What follows belongs to an exercise in optimizing a design on an open flow for small area; a production flow would make more cautious choices.
Where RTL was checked, it was by simulation tests only, not by an equivalence proof against the original.
Power is estimated from default activity; no workload was simulated.

==> module gpio_in_group, before the edit <==
module gpio_in_group (
    input  logic                       sys_clk,
    input  logic                       rst_n,
    input  logic                       wr_mode,
    input  logic [32-1:0]  wdata,
    input  logic [32-1:0]  gpio_in,
    output logic [32-1:0]  mode,
    output logic [32-1:0]  sampled
);
    logic [32-1:0] sync_q1;
    logic [32-1:0] sync_q2;
    logic rst_d1, rst_d2;
    logic clr;
    always_ff @(posedge sys_clk) begin
        sync_q1 <= gpio_in;
        sync_q2 <= sync_q1;
    end
    always_ff @(posedge sys_clk) begin
        rst_d1 <= ~rst_n;
        rst_d2 <= rst_d1;
    end
    assign clr = ~rst_n | rst_d1 | rst_d2;
    always_ff @(posedge sys_clk) begin
        if (wr_mode || !rst_n) begin
            mode <= wdata | {32{~rst_n}};
        end
    end
    always_ff @(posedge sys_clk) begin
        sampled <= ((sampled & ~mode) | (sync_q2 & mode)) & {32{~clr}};
    end
endmodule
==> module step_pulse_gen, before the edit <==
module step_pulse_gen (
    input  logic                        sys_clk,
    input  logic                        rst_n,
    input  logic                        wr_ctrl,
    input  logic                        wr_hp,
    input  logic                        wr_sc,
    input  logic                        wr_status,
    input  logic [16-1:0]   wdata,       
    input  logic [16-1:0]   wdata_r,     
    input  logic                        motor_estop,
    output logic [16-1:0] half_period,
    output logic [16-1:0]   step_count,
    output logic [2:0]                  status,
    output logic                        motor_enable,
    output logic                        motor_dir,
    output logic                        motor_pulse,
    output logic                        motor_irq
);
    logic                        ctrl_en;
    logic                        ctrl_dir;
    logic                        busy;
    logic                        done;
    logic                        estop_latched;
    logic [16-1:0] phase_cnt;
    logic [16-1:0]   steps_left;
    logic phase_end, last_step, low_end, start, abort, finish;
    always_ff @(posedge sys_clk) begin
        if (wr_ctrl || !rst_n) begin
            ctrl_en  <= wdata_r[0];
            ctrl_dir <= wdata_r[1];
        end
    end
    always_ff @(posedge sys_clk) begin
        if (wr_hp || !rst_n) begin
            half_period <= wdata_r;
        end
    end
    always_ff @(posedge sys_clk) begin
        if (wr_sc || !rst_n) begin
            step_count <= wdata_r;
        end
    end
    assign phase_end = ~|phase_cnt[16-1:1];
    assign last_step = (steps_left == 16'(1));
    assign low_end   = busy & ~motor_pulse & phase_end;
    assign start     = wr_sc & ctrl_en & ~busy & (|wdata);
    assign abort     = busy & (motor_estop | (wr_ctrl & ~wdata[0]));
    assign finish    = low_end & last_step;
    always_ff @(posedge sys_clk) begin
        if (!busy || phase_end) begin
            phase_cnt <= half_period;
        end else begin
            phase_cnt <= phase_cnt - 16'(1);
        end
    end
    always_ff @(posedge sys_clk) begin
        steps_left <= busy ? steps_left - 16'(low_end) : wdata;
    end
    always_ff @(posedge sys_clk) begin
        if (!rst_n) begin
            busy        <= 1'b0;
            motor_pulse <= 1'b0;
        end else if (abort) begin
            busy        <= 1'b0;
            motor_pulse <= 1'b0;
        end else if (!busy) begin
            busy        <= start;
            motor_pulse <= start;
        end else if (phase_end) begin
            busy        <= ~(~motor_pulse & last_step);
            motor_pulse <= ~motor_pulse & ~last_step;
        end
    end
    always_ff @(posedge sys_clk) begin
        if (!rst_n) begin
            done <= 1'b0;
        end else if (!abort && finish) begin
            done <= 1'b1;
        end else if (wr_status || start) begin
            done <= 1'b0;
        end
    end
    always_ff @(posedge sys_clk) begin
        if (!rst_n) begin
            estop_latched <= 1'b0;
        end else if (busy && motor_estop) begin
            estop_latched <= 1'b1;
        end else if (wr_status) begin
            estop_latched <= 1'b0;
        end
    end
    assign status       = {estop_latched, done, busy};
    assign motor_enable = ctrl_en;
    assign motor_dir    = ctrl_dir;
    assign motor_irq    = done;
endmodule
export LEC_CHECK = 0
export CAP_MARGIN = 20
export CORE_MARGIN = 2
export CORE_UTILIZATION = 40
export SLEW_MARGIN = 20
create_clock -name core_clock -period 5.0 [get_ports {sys_clk}]
standard.sh (not shown) runs the stock make flow with config.mk's settings and CLKGATE_MAP_FILE= SYNTH_SCRIPT=/design/flow/synth_recipe.tcl, a recipe that flattens the netlist after the stock synthesis.
==> flow/flow/run.sh <==
#!/bin/bash
# The standard layout (standard.sh) with an area-oriented ABC script in
# synthesis, the smallest buffer on the ports and a clock tree of a few
# large clusters without dummy loads.
set -euo pipefail
here=$(pwd)
export MY_ABC_SCRIPT="$here/flow/abc_area.script"
export BUFFER_PORTS_ARGS="-buffer_cell sky130_fd_sc_hd__buf_1"
export CTS_ARGS="-sink_clustering_enable -repair_clock_nets -dont_use_dummy_load -sink_clustering_size 16 -sink_clustering_max_diameter 60 -buf_list sky130_fd_sc_hd__clkbuf_8"
bash standard.sh SYNTH_SCRIPT="$here/flow/synth.tcl" finish > standard_flow.log 2>&1
==> flow/flow/abc_area.script <==
strash
&get -n
&st
&syn2
&dch -f
&nf -R 1000 -F 8 -A 8 -C 32 -p
&put
==> flow/flow/synth.tcl <==
# synth_recipe.tcl with an area-oriented ABC script for the logic mapping;
# flip-flop mapping, flattening and renaming as in the standard synthesis.
proc synth {args} { yosys synth -nofsm -noshare {*}$args }
proc abc {args} {
  set i [lsearch -exact $args -script]
  if {$i >= 0} {
    set args [lreplace $args $i [expr {$i + 1}] -script $::env(MY_ABC_SCRIPT)]
  }
  yosys abc {*}$args
}
source $::env(SCRIPTS_DIR)/synth.tcl
# left out here: clear keep_hierarchy, flatten, clean up, hide names made inside functions, write 1_2_yosys.v
Next try:
--- a/flow/design.v
+++ b/flow/design.v
@@ -44,11 +44,13 @@
         rst_d2 <= rst_d1;
     end
     assign clr = ~rst_n | rst_d1 | rst_d2;
+    logic [32-1:0] mode_n;
     always_ff @(posedge sys_clk) begin
         if (wr_mode || !rst_n) begin
-            mode <= wdata | {32{~rst_n}};
-        end
-    end
+            mode_n <= ~wdata & {32{rst_n}};
+        end
+    end
+    assign mode = ~mode_n;
     always_ff @(posedge sys_clk) begin
         sampled <= ((sampled & ~mode) | (sync_q2 & mode)) & {32{~clr}};
     end
@@ -104,16 +106,20 @@
     assign start     = wr_sc & ctrl_en & ~busy & (|wdata);
     assign abort     = busy & (motor_estop | (wr_ctrl & ~wdata[0]));
     assign finish    = low_end & last_step;
+    logic [16-1:0] phase_cnt_n;
+    logic [16-1:0]   steps_left_n;
     always_ff @(posedge sys_clk) begin
         if (!busy || phase_end) begin
-            phase_cnt <= half_period;
+            phase_cnt_n <= ~half_period;
         end else begin
-            phase_cnt <= phase_cnt - 16'(1);
-        end
-    end
-    always_ff @(posedge sys_clk) begin
-        steps_left <= busy ? steps_left - 16'(low_end) : wdata;
-    end
+            phase_cnt_n <= phase_cnt_n + 16'(1);
+        end
+    end
+    always_ff @(posedge sys_clk) begin
+        steps_left_n <= busy ? steps_left_n + 16'(low_end) : ~wdata;
+    end
+    assign phase_cnt  = ~phase_cnt_n;
+    assign steps_left = ~steps_left_n;
     always_ff @(posedge sys_clk) begin
         if (!rst_n) begin
             busy        <= 1'b0;
The new run completed without violations.
Final area barely changes.
Global-route usage barely changes.
Final cell count is lower by about 0.8%.
Utilization is about the same.
Critical path depth drops by 5.
Die area drops by about 0.7%.
Total power came out higher by 0.54%.
No functional check of the RTL was part of the second run of this note.

==> static timing again, ports no longer ideal <==
The results above use ideal ports. As a check the final layouts listed here were re-extracted and re-timed, cells and wires unchanged. Step 1 (the two cells are an assumption about what drives the block):
set clk [get_ports {sys_clk}]
set_driving_cell -lib_cell sky130_fd_sc_hd__clkbuf_16 $clk
set_driving_cell -lib_cell sky130_fd_sc_hd__buf_2 [delete_from_list [all_inputs] $clk]
Step 2 moves the port delays by t, midway between the first and last clock arrival at a register: inputs arrive t later, outputs are due t later. That takes back most of the time a late clock gives input paths. a / b / c = ideal ports / drivers / drivers and shift; a / b = the first two.
| run | shift t [ns] | slack for setup (ns) | worst setup path after step 2 | latest minus earliest clock arrival (ns) | worst slew at a driven data input, ns |
|---|---|---|---|---|---|
| the first run | 0.605 | 1.999 / 1.999 / 1.569 | input to register | 0.063 / 0.063 | 0.05 |
| the second run | 0.603 | 1.806 / 1.830 / 1.226 | input to register | 0.044 / 0.045 | 0.05 |
After both steps every run listed still meets setup and hold. For the second run, which loses most, drivers alone change the setup slack by +0.024 ns; drivers and shift together by -0.580 ns.
